Background: an optimization exercise with open tools, aiming at small area and few clock cycles per item. Do not read the settings as production practice. Function not checked in this run: the RTL went through the layout flow alone. Power figures rest on the tool's default switching activity, not on a simulated workload.

--- flow/run.sh ---
#!/bin/bash
# Own flow: the standard layout (standard.sh, unchanged synthesis and
# steps), except that the port buffers are plain buf_2 cells instead of the
# delay buffers buffer_ports picks by default. Every port still gets a buffer.
set -euo pipefail
export BUFFER_PORTS_ARGS="-buffer_cell sky130_fd_sc_hd__buf_2"
bash standard.sh finish > standard_flow.log 2>&1
--- standard.sh ---
#!/bin/bash
# synth_recipe.tcl (not shown) runs the flow's synth.tcl, then flattens the netlist and writes it again
# the make line also repeats each setting of config.mk as NAME=value (left out here)
make -C /OpenROAD-flow-scripts/flow DESIGN_CONFIG=/design/flow/config.mk WORK_HOME=/design/flow/orfs CLKGATE_MAP_FILE= SYNTH_SCRIPT=/design/flow/synth_recipe.tcl "${@:-finish}"
--- config.mk ---
export PLATFORM = sky130hd
export DESIGN_NAME = stack_with_remove_by_value_unit
export DESIGN_NICKNAME = stack_with_remove_by_value_unit
export VERILOG_FILES = /design/flow/design.v
export SDC_FILE = /design/flow/constraint.sdc
export NUM_CORES = 4
export LEC_CHECK = 0
export CAP_MARGIN = 20
export CORE_MARGIN = 2
export CORE_UTILIZATION = 30
export CTS_CLUSTER_DIAMETER = 100
export CTS_CLUSTER_SIZE = 24
export GPL_TIMING_DRIVEN = 0
export SLEW_MARGIN = 20
export SYNTH_HIERARCHICAL = 1
export SYNTH_MINIMUM_KEEP_SIZE = 0
--- constraint.sdc ---
create_clock -name core_clock -period 3.2 [get_ports {aclk}]
set_input_delay 0.6400 -clock core_clock [delete_from_list [all_inputs] [get_ports {aclk}]]
set_output_delay 0.6400 -clock core_clock [all_outputs]
set_load 0.01 [all_outputs]
--- design.v ---
`timescale 1ns / 1ps
package stkrm_pkg;
    localparam int unsigned DEPTH_DEFAULT = 32;
    localparam int unsigned VALUE_W       = 8;
    localparam int unsigned COUNT_W       = 6;
    localparam int unsigned S_TDATA_W     = 16;
    localparam int unsigned M_TDATA_W     = 24;
    typedef enum logic [1:0] {
        CMD_PUSH   = 2'd0,
        CMD_POP    = 2'd1,
        CMD_PEEK   = 2'd2,
        CMD_REMOVE = 2'd3
    } cmd_t;
    typedef enum logic [1:0] {
        ST_OK    = 2'd0,
        ST_FULL  = 2'd1,
        ST_EMPTY = 2'd2
    } status_t;
    typedef struct packed {
        logic push;
        logic pop;
        logic remove;
    } cell_ctrl_t;
endpackage
`timescale 1ns / 1ps
module stkrm_cell (
    input  logic                              aclk,
    input  logic                              hold,       
    input  logic                              from_up,    
    input  logic                              from_dn,    
    input  logic [stkrm_pkg::VALUE_W-1:0]     above_s,    
    input  logic [stkrm_pkg::VALUE_W-1:0]     below_s,    
    output logic [stkrm_pkg::VALUE_W-1:0]     data_s
);
    for (genvar b = 0; b < stkrm_pkg::VALUE_W; b++) begin : g_bit
        stkrm_bit u_bit (
            .aclk    (aclk),
            .hold    (hold),
            .from_up (from_up),
            .from_dn (from_dn),
            .above_s (above_s[b]),
            .below_s (below_s[b]),
            .data_s  (data_s[b])
        );
    end
endmodule
module stkrm_bit (
    input  logic aclk,
    input  logic hold,
    input  logic from_up,
    input  logic from_dn,
    input  logic above_s,
    input  logic below_s,
    output logic data_s
);
    logic data_reg;
    assign data_s = data_reg;
    always_ff @(posedge aclk) begin
        data_reg <= ~((hold & data_reg) | (from_up & above_s) | (from_dn & below_s));
    end
endmodule
module stkrm_eq8 (
    input  logic [7:0] a,
    input  logic [7:0] b,
    output logic       lo_n,
    output logic       hi_n
);
    logic [7:0] x;
    for (genvar k = 0; k < 8; k++) begin : g_x
        stkrm_xnor2 u_x (.a(a[k]), .b(b[k]), .y(x[k]));
    end
    stkrm_nand4 u_lo (.a(x[0]), .b(x[1]), .c(x[2]), .d(x[3]), .y(lo_n));
    stkrm_nand4 u_hi (.a(x[4]), .b(x[5]), .c(x[6]), .d(x[7]), .y(hi_n));
endmodule
module stkrm_xnor2 (input logic a, input logic b, output logic y);
    assign y = ~(a ^ b);
endmodule
module stkrm_inv (input logic a, output logic y);
    assign y = ~a;
endmodule
module stkrm_nand2 (input logic a, input logic b, output logic y);
    assign y = ~(a & b);
endmodule
module stkrm_nand3 (input logic a, input logic b, input logic c, output logic y);
    assign y = ~(a & b & c);
endmodule
module stkrm_nand4 (input logic a, input logic b, input logic c, input logic d, output logic y);
    assign y = ~(a & b & c & d);
endmodule
module stkrm_nor2 (input logic a, input logic b, output logic y);
    assign y = ~(a | b);
endmodule
module stkrm_nor3 (input logic a, input logic b, input logic c, output logic y);
    assign y = ~(a | b | c);
endmodule
module stkrm_nor4 (input logic a, input logic b, input logic c, input logic d, output logic y);
    assign y = ~(a | b | c | d);
endmodule
module stkrm_and2 (input logic a, input logic b, output logic y);
    assign y = a & b;
endmodule
module stkrm_and3 (input logic a, input logic b, input logic c, output logic y);
    assign y = a & b & c;
endmodule
module stkrm_and4 (input logic a, input logic b, input logic c, input logic d, output logic y);
    assign y = a & b & c & d;
endmodule
module stkrm_phase (
    input  logic aclk,
    input  logic aresetn,
    output logic phase
);
    always_ff @(posedge aclk) begin
        if (!aresetn) phase <= 1'b0;
        else          phase <= !phase;
    end
endmodule
module stkrm_mux2 (input logic s, input logic a, input logic b, output logic y);
    assign y = s ? b : a;
endmodule
`timescale 1ns / 1ps
module stack_with_remove_by_value_unit #(
    parameter int unsigned DEPTH = stkrm_pkg::DEPTH_DEFAULT
) (
    input  logic                              aclk,
    input  logic                              aresetn,
    input  logic                              s_tvalid,
    output logic                              s_tready,
    input  logic [stkrm_pkg::S_TDATA_W-1:0]   s_tdata,
    output logic                              m_tvalid,
    input  logic                              m_tready,
    output logic [stkrm_pkg::M_TDATA_W-1:0]   m_tdata
);
    localparam int unsigned FILL_W = $clog2(DEPTH + 1);
    localparam int unsigned VW     = stkrm_pkg::VALUE_W;
    localparam int unsigned CW     = stkrm_pkg::COUNT_W;
    localparam int unsigned NG     = DEPTH / 4;         
    logic [1:0]             cmd;
    logic [VW-1:0]          value;
    logic [VW-1:0]          value_s;       
    logic                   accept;
    logic                   empty;
    logic                   full;
    logic                   any_hit;       
    logic                   is_push;
    logic                   is_pop;
    logic                   is_peek;
    logic                   is_remove;
    logic                   shift_dn;      
    logic                   shift_up;      
    logic                   shift_any;     
    logic                   rm_go;         
    logic                   phase;
    logic [VW-1:0]          key_phase;     
    logic [VW-1:0]          cell_s   [DEPTH];
    logic                   lo_n     [DEPTH];    
    logic                   hi_n     [DEPTH];    
    logic                   look_n   [DEPTH];    
    logic                   hit      [DEPTH];    
    logic                   grp_n    [DEPTH];    
    logic                   dn       [DEPTH];    
    logic                   hold     [DEPTH];    
    logic                   tot_n    [NG];       
    logic                   blk      [DEPTH];    
    logic                   blk0_hit [NG];       
    logic                   none_lo;             
    logic                   none_hi;             
    logic                   occ      [DEPTH];    
    logic [FILL_W-1:0]      fill_reg;
    logic [FILL_W-1:0]      fill_next;
    logic [FILL_W-1:0]      fill_early;    
    logic [FILL_W-1:0]      fill_dec;
    logic                   out_valid_reg;
    logic [VW-1:0]          out_data_reg;
    logic [1:0]             out_status_reg;
    logic                   out_removed_reg;
    logic [FILL_W+CW-1:0]   count_wide;
    assign cmd       = s_tdata[1:0];
    assign value     = s_tdata[VW+1:2];
    assign value_s   = value ^ key_phase;
    assign accept    = s_tvalid && s_tready;
    assign empty     = (fill_reg == '0);
    assign full      = (fill_reg == FILL_W'(DEPTH));
    assign is_push   = (cmd == stkrm_pkg::CMD_PUSH);
    assign is_pop    = (cmd == stkrm_pkg::CMD_POP);
    assign is_peek   = (cmd == stkrm_pkg::CMD_PEEK);
    assign is_remove = (cmd == stkrm_pkg::CMD_REMOVE);
    assign s_tready = !out_valid_reg || m_tready;
    assign shift_dn   = accept && is_push && !full;
    assign shift_up   = accept && is_pop;         
    assign shift_any  = shift_dn || shift_up;
    assign rm_go      = accept && is_remove;
    for (genvar b = 0; b < VW; b++) begin : g_kph
        stkrm_phase u_ph (.aclk(aclk), .aresetn(aresetn), .phase(key_phase[b]));
    end
    for (genvar i = 0; i < DEPTH; i++) begin : g_cell
        logic [VW-1:0] above_s;
        logic [VW-1:0] below_s;
        if (i == 0) begin : g_top
            assign above_s = value_s;
        end else begin : g_mid
            assign above_s = cell_s[i-1];
        end
        if (i == DEPTH - 1) begin : g_bottom
            assign below_s = '0;
        end else begin : g_inner
            assign below_s = cell_s[i+1];
        end
        assign occ[i] = (fill_reg > FILL_W'(i));
        stkrm_eq8   u_eq   (.a(cell_s[i]), .b(value_s), .lo_n(lo_n[i]), .hi_n(hi_n[i]));
        stkrm_nand2 u_look (.a(occ[i]), .b(rm_go), .y(look_n[i]));
        stkrm_nor3  u_hit  (.a(lo_n[i]), .b(hi_n[i]), .c(look_n[i]), .y(hit[i]));
        stkrm_cell u_cell (
            .aclk    (aclk),
            .hold    (hold[i]),
            .from_up (shift_dn),
            .from_dn (dn[i]),
            .above_s (above_s),
            .below_s (below_s),
            .data_s  (cell_s[i])
        );
    end
    for (genvar j = 0; j < NG; j++) begin : g_grp
        stkrm_inv  u_p0 (.a(hit[4*j]), .y(grp_n[4*j]));
        stkrm_nor2 u_p1 (.a(hit[4*j]), .b(hit[4*j+1]), .y(grp_n[4*j+1]));
        stkrm_nor3 u_p2 (.a(hit[4*j]), .b(hit[4*j+1]), .c(hit[4*j+2]), .y(grp_n[4*j+2]));
        stkrm_nor4 u_p3 (.a(hit[4*j]), .b(hit[4*j+1]), .c(hit[4*j+2]), .d(hit[4*j+3]),
                         .y(grp_n[4*j+3]));
        assign tot_n[j] = grp_n[4*j+3];
    end
    for (genvar i = 0; i < DEPTH; i++) begin : g_blk
        localparam int J  = i / 4;          
        localparam int JJ = J % 4;          
        localparam int J0 = J - JJ;         
        if (JJ == 0) begin : g_b0
            stkrm_inv   u_b (.a(grp_n[i]), .y(blk[i]));
        end else if (JJ == 1) begin : g_b1
            stkrm_nand2 u_b (.a(grp_n[i]), .b(tot_n[J0]), .y(blk[i]));
        end else if (JJ == 2) begin : g_b2
            stkrm_nand3 u_b (.a(grp_n[i]), .b(tot_n[J0]), .c(tot_n[J0+1]), .y(blk[i]));
        end else begin : g_b3
            stkrm_nand4 u_b (.a(grp_n[i]), .b(tot_n[J0]), .c(tot_n[J0+1]), .d(tot_n[J0+2]),
                             .y(blk[i]));
        end
    end
    for (genvar j = 4; j < NG; j++) begin : g_b0hit
        stkrm_nand4 u_h (.a(tot_n[0]), .b(tot_n[1]), .c(tot_n[2]), .d(tot_n[3]),
                         .y(blk0_hit[j]));
    end
    stkrm_and4  u_n0  (.a(tot_n[0]), .b(tot_n[1]), .c(tot_n[2]), .d(tot_n[3]), .y(none_lo));
    stkrm_and4  u_n1  (.a(tot_n[4]), .b(tot_n[5]), .c(tot_n[6]), .d(tot_n[7]), .y(none_hi));
    stkrm_nand2 u_any (.a(none_lo), .b(none_hi), .y(any_hit));
    for (genvar i = 0; i < DEPTH; i++) begin : g_sel
        localparam int J = i / 4;
        logic dn_n;
        if (i < 16) begin : g_k0
            stkrm_nor2 u_dn   (.a(blk[i]), .b(shift_up),  .y(dn_n));
            stkrm_nor2 u_hold (.a(blk[i]), .b(shift_any), .y(hold[i]));
        end else begin : g_k1
            stkrm_nor3 u_dn   (.a(blk[i]), .b(blk0_hit[J]), .c(shift_up),  .y(dn_n));
            stkrm_nor3 u_hold (.a(blk[i]), .b(blk0_hit[J]), .c(shift_any), .y(hold[i]));
        end
        stkrm_inv u_dn_p (.a(dn_n), .y(dn[i]));
    end
    always_comb begin
        fill_early = fill_reg;
        if (shift_dn)                    fill_early = fill_reg + 1'b1;
        else if (shift_up && !empty)     fill_early = fill_reg - 1'b1;
    end
    assign fill_dec = fill_reg - 1'b1;
    for (genvar b = 0; b < FILL_W; b++) begin : g_fill
        stkrm_mux2 u_m (.s(any_hit), .a(fill_early[b]), .b(fill_dec[b]), .y(fill_next[b]));
    end
    always_ff @(posedge aclk) begin
        if (!aresetn) begin
            phase         <= 1'b0;
            fill_reg      <= '0;
            out_valid_reg <= 1'b0;
        end else begin
            phase    <= !phase;
            fill_reg <= fill_next;
            if (accept) begin
                out_valid_reg <= 1'b1;
            end else if (m_tready) begin
                out_valid_reg <= 1'b0;
            end
        end
    end
    always_ff @(posedge aclk) begin
        if (accept) begin
            out_data_reg    <= ((is_pop || is_peek) && !empty) ? (cell_s[0] ^ {VW{phase}}) : '0;
            out_status_reg  <= (is_push && full)                ? stkrm_pkg::ST_FULL  :
                               ((is_pop || is_peek) && empty)   ? stkrm_pkg::ST_EMPTY :
                                                                  stkrm_pkg::ST_OK;
            out_removed_reg <= any_hit;
        end
    end
    assign count_wide = {{CW{1'b0}}, fill_reg};
    assign m_tvalid = out_valid_reg;
    assign m_tdata  = {{(stkrm_pkg::M_TDATA_W - VW - 2 - 1 - CW){1'b0}},
                       count_wide[CW-1:0], out_removed_reg, out_status_reg,
                       out_data_reg};
endmodule
==> metrics.md <==
| Metric | Value |
|---|---|
| R2R Path End | `fill_reg[0]` |
| Class of the tightest hold or removal check | `primary input to register` |
| Count of endpoints failing hold in the final timing report | `0` |
| Number of flip-flops in the largest register | `256` |
| Minimum setup slack among reg-to-reg paths | `approximately 0.087 ns` |
| Worst-Skew Late Latency | `~0.5 ns` |
| Cell Count, Final, Fillers Out | `about 2000` |
| Area of the placeable core | `around 0.045 sq mm` |
| Pins over their slew limit | `0` |
| Count of vias placed by the detailed router | `roughly 12000` |
| GR Overflow Total | `0` |
| CP startpoint | `g_kph[7].u_ph.phase` |
| R2r worst-path depth | `12` |
| Die Span Y | `~220 um` |
| Number of antenna violations at the first check in global routing | `0` |
| Crit path DAT | `roughly 3.5 ns` |
| Post-synth top cells | `sky130_fd_sc_hd__dfxtp_1, sky130_fd_sc_hd__xnor2_1, sky130_fd_sc_hd__a222oi_1, sky130_fd_sc_hd__nand4_1, sky130_fd_sc_hd__nor3_2` |
| Synth Flop Type | `sky130_fd_sc_hd__dfxtp_1` |
| Number of synthesis warnings | `23` |
| Final worst path period need | `about 3.1 ns` |
| Category of the worst setup path capture point | `register` |
| First-pass GRT wire length | `approximately 62000 um` |
| Count of placed standard cells including taps | `about 2000` |
| Worst slew slack as a fraction of its limit | `between 30% and 40%` |
| All-Layer GR Usage | `15.4%` |
| Final weighted congestion in routability-driven placement | `between 0.8 and 0.9` |
| Most common cell in the synthesized netlist | `sky130_fd_sc_hd__dfxtp_1` |
| Net total in the final layout | `approximately 1400` |
| Final worst path period share | `a little over nine tenths` |
| Mapped Area | `~0.014 sq mm` |
| Wire length per cell | `approximately 19 um` |
| Number of instances in the synthesized netlist | `about 1300` |
| Category of the most critical setup path | `register to register` |
| Root buffer cell | `sky130_fd_sc_hd__clkbuf_16` |
| CTS tree | `built` |
| Drt total wl | `about 38000 um` |
| Worst clock skew | `between 0.01 and 0.015 ns` |
| Via density per instance | `5.75` |
| Largest net degree at the start of global routing | `33` |
| Worst supply voltage drop on vdd | `between 0.0003 and 0.0004 V` |
| Synthesized area divided by synthesized cell count | `around 11 sq um` |
| Top Ports | `46` |
| Cell types with the largest area share after synthesis | `sky130_fd_sc_hd__dfxtp_1, sky130_fd_sc_hd__a222oi_1, sky130_fd_sc_hd__xnor2_1, sky130_fd_sc_hd__nor3_2, sky130_fd_sc_hd__nand4_1` |
| Sinks on Clock Net | `between 200 and 300` |
| Startpoint type of the worst setup path | `register` |
| CTS buffer count | `15` |
| Total of endpoints with negative setup slack in the final report | `0` |
| Area share of the largest cell type after synthesis | `39.7%` |
| Number of levels in the clock H-tree | `1` |
| Max Cap Violations | `0` |
| Core occupancy in the finished layout | `a little over a third` |
| Number of design-rule violations left by the first detailed-router iteration | `about 1800` |
| Worst min-delay path startpoint | `m_tready` |
| Worst-path maximum fanout | `13` |
| Least-Margin Pin Slew | `about 1.0 ns` |
| Number of synthesized flops with an enable pin | `11` |
| TritonRoute pass-1 iters | `7` |
| Proportion of synthesized chip area in sequential cells | `between 40% and 50%` |
| Number of diodes | `0` |
| Antenna Violating Nets Remaining | `0` |
| Data required time at the worst endpoint | `about 3.6 ns` |
| Count of different cell masters after synthesis | `53` |
| DP HPWL | `roughly 28000 um` |
| Power per cell area | `roughly 710 mW/mm^2` |
| Count of fill cells added during filler insertion | `approximately 4500` |
| Critical Path Sink | `fill_reg[0]` |
| Input/output buffers | `32` |
| Layout cells sized above 1 | `~21%` |
| Share of async-settable or async-resettable flops after synthesis | `0%` |
| Overall die area | `around 0.047 sq mm` |
| Number of design rule violations left after detail routing | `0` |
| Die Span X | `about 220 um` |
| Startpoint of the most critical register-to-register path | `g_kph[7].u_ph.phase` |
| Cell taking the most area after synthesis | `sky130_fd_sc_hd__dfxtp_1` |
| Status | `no timing/DRC/antenna violations` |
| Leakage power total | `0.00595 uW` |
| Register bit count reported by yosys | `around 280` |
| Cell Rows | `between 70 and 80` |
| Via count of the first global-routing pass | `11400` |
| Effective utilization at floorplan | `a little under a third` |
| Highest Clock Rate | `around 0.32 GHz` |
| Maximum buffer depth of the clock tree | `3` |
| Synth-to-Final Area Change | `20.9%` |
| Clock-pin slew on the worst setup and hold paths | `about 0.1 ns` |
==> cells by family after synthesis <==
logic type | Yosys count | share of synthesized area, %
buf+inv | 83 | 2.50
fa+ha+maj | 7 | 0.639
compound gates | 298 | 20.7
flops | 283 | 42.1
xor+xnor | 275 | 17.6
simple gates | 326 | 15.6
mux | 8 | 0.839
other cells | 1 | 0.0273
==> worst min path at each step <==
stage	endpoint	cells after the start
2_1_floorplan	g_cell[31].u_cell.g_bit[0].u_bit.data_reg	1
3_3_place_gp	g_cell[31].u_cell.g_bit[3].u_bit.data_reg	1
3_5_place_dp	g_cell[31].u_cell.g_bit[3].u_bit.data_reg	1
4_1_cts	out_valid_reg	4
5_1_grt	out_valid_reg	4
6_report	out_valid_reg	4
==> layout make-up <==
class / instances / area [sq um] / area share [%]
plain buffers: 19 / 128 / 0.770
clock buffers: 18 / 408 / 2.46
inverters: 63 / 256 / 1.55
multi-input cells: 929 / 8060 / 48.6
flip-flops and latches: 283 / 5780 / 34.9
well taps: 600 / 751 / 4.53
repair buffers: 108 / 1190 / 7.19
==> timing repair <==
action                                  CTS  global route
pin swaps                                 9            29
hold endpoints to repair                  0             0
gates resized for setup                  10            35
endpoints found under the setup margin  239           238
setup buffers                            15            23
hold buffers                              0             0
==> power by group <==
| part | internal [uW] | switching (uW) | total (uW) |
|---|---|---|---|
| sequential | 4750 | 1550 | 6290 |
| clock | 907 | 1140 | 2040 |
| combinational | 2040 | 1360 | 3400 |
| total | 7690 | 4040 | 11700 |
==> metal layers <==
layer  GRT usage (%)  vias up  wire length, um
li1                -     5468                -
met1            21.3     5807            17200
met2            26.3      304            18300
met3            1.56       34             1720
met4            2.59        0              495
met5               0        -                0
==> stage by stage <==
stage / setup WS, ns / hold WS, ns / power, uW / cell area, sq um / setup TNS (ns)
finish: 0.0865 / 0.478 / 11700 / 16600 / 0
global route: -0.0224 / 0.505 / 12400 / 16600 / -0.0582
CTS: 0.0162 / 0.466 / 11700 / 16200 / 0
detailed placement: -1.45 / 0.508 / 9650 / 15700 / -249.14
global placement: -9.94 / 0.494 / 9440 / 15000 / -2581.02
floorplan: -6.01 / 0.480 / 8550 / 14100 / -1562.35
==> critical path: stages, from the launching register on <==
cell                      delay, ns
sky130_fd_sc_hd__dfxtp_1       0.47
sky130_fd_sc_hd__xor2_4        0.31
sky130_fd_sc_hd__buf_4         0.20
sky130_fd_sc_hd__buf_16        0.16
sky130_fd_sc_hd__xnor2_1       0.13
sky130_fd_sc_hd__nand4_1       0.17
sky130_fd_sc_hd__nor3_2        0.42
sky130_fd_sc_hd__nor4_4        0.08
sky130_fd_sc_hd__buf_4         0.18
sky130_fd_sc_hd__and4_1        0.24
sky130_fd_sc_hd__nand2_4       0.15
sky130_fd_sc_hd__mux2_4        0.31
sky130_fd_sc_hd__and2_1        0.16
==> Yosys stat by module (local to each module, per instance), a selection <==
module,area [sq um],flip-flops and latches,cells inside
stack_with_remove_by_value_unit,1580,19,196
stkrm_mux2,15.0,0,1
stkrm_phase,33.8,1,2
stkrm_nor2,3.75,0,1
stkrm_nor4,12.5,0,1
stkrm_bit,30.0,1,2
stkrm_and4,8.76,0,1
stkrm_nand2,3.75,0,1
stkrm_inv,3.75,0,1
stkrm_xnor2,8.76,0,1
==> placed cells by master, fill, tap and decap left out, types with 16 or more instances in the layout <==
master / instances
sky130_fd_sc_hd__buf_2: 32
sky130_fd_sc_hd__inv_1: 44
sky130_fd_sc_hd__o21ai_1: 16
sky130_fd_sc_hd__clkbuf_16: 16
sky130_fd_sc_hd__buf_4: 52
sky130_fd_sc_hd__xnor2_1: 267
sky130_fd_sc_hd__nor3_2: 60
sky130_fd_sc_hd__nor2_1: 38
sky130_fd_sc_hd__dfxtp_1: 270
sky130_fd_sc_hd__nand2_1: 58
sky130_fd_sc_hd__nand4_1: 79
sky130_fd_sc_hd__a222oi_1: 256
sky130_fd_sc_hd__buf_16: 17

afterwards: timing with drivers on the ports:
How much do the figures lean on ideal ports? The routed layout below was timed once more, with nothing changed but the port constraints.
Step 1, drivers: a clkbuf_16 drives aclk and a buf_2 each remaining input, both assumed.
Step 2, shift: input delay + t, output delay - t, t = (earliest + latest rising clock arrival at the registers) / 2. This alone moves slack from input paths to output paths.
Three values: no drivers, after step 1, after step 2; two values: the first two.
t (ns): 0.540
slack for setup (ns): 0.087 / 0.087 / -0.222
worst hold slack (ns): 0.478 / 0.455 / 0.519
worst setup path at the end: input to register
With both steps, setup timing fails in this run, where it was met with ideal ports. For this run, drivers alone change the setup slack by 0.000 ns; drivers and shift together by -0.309 ns.
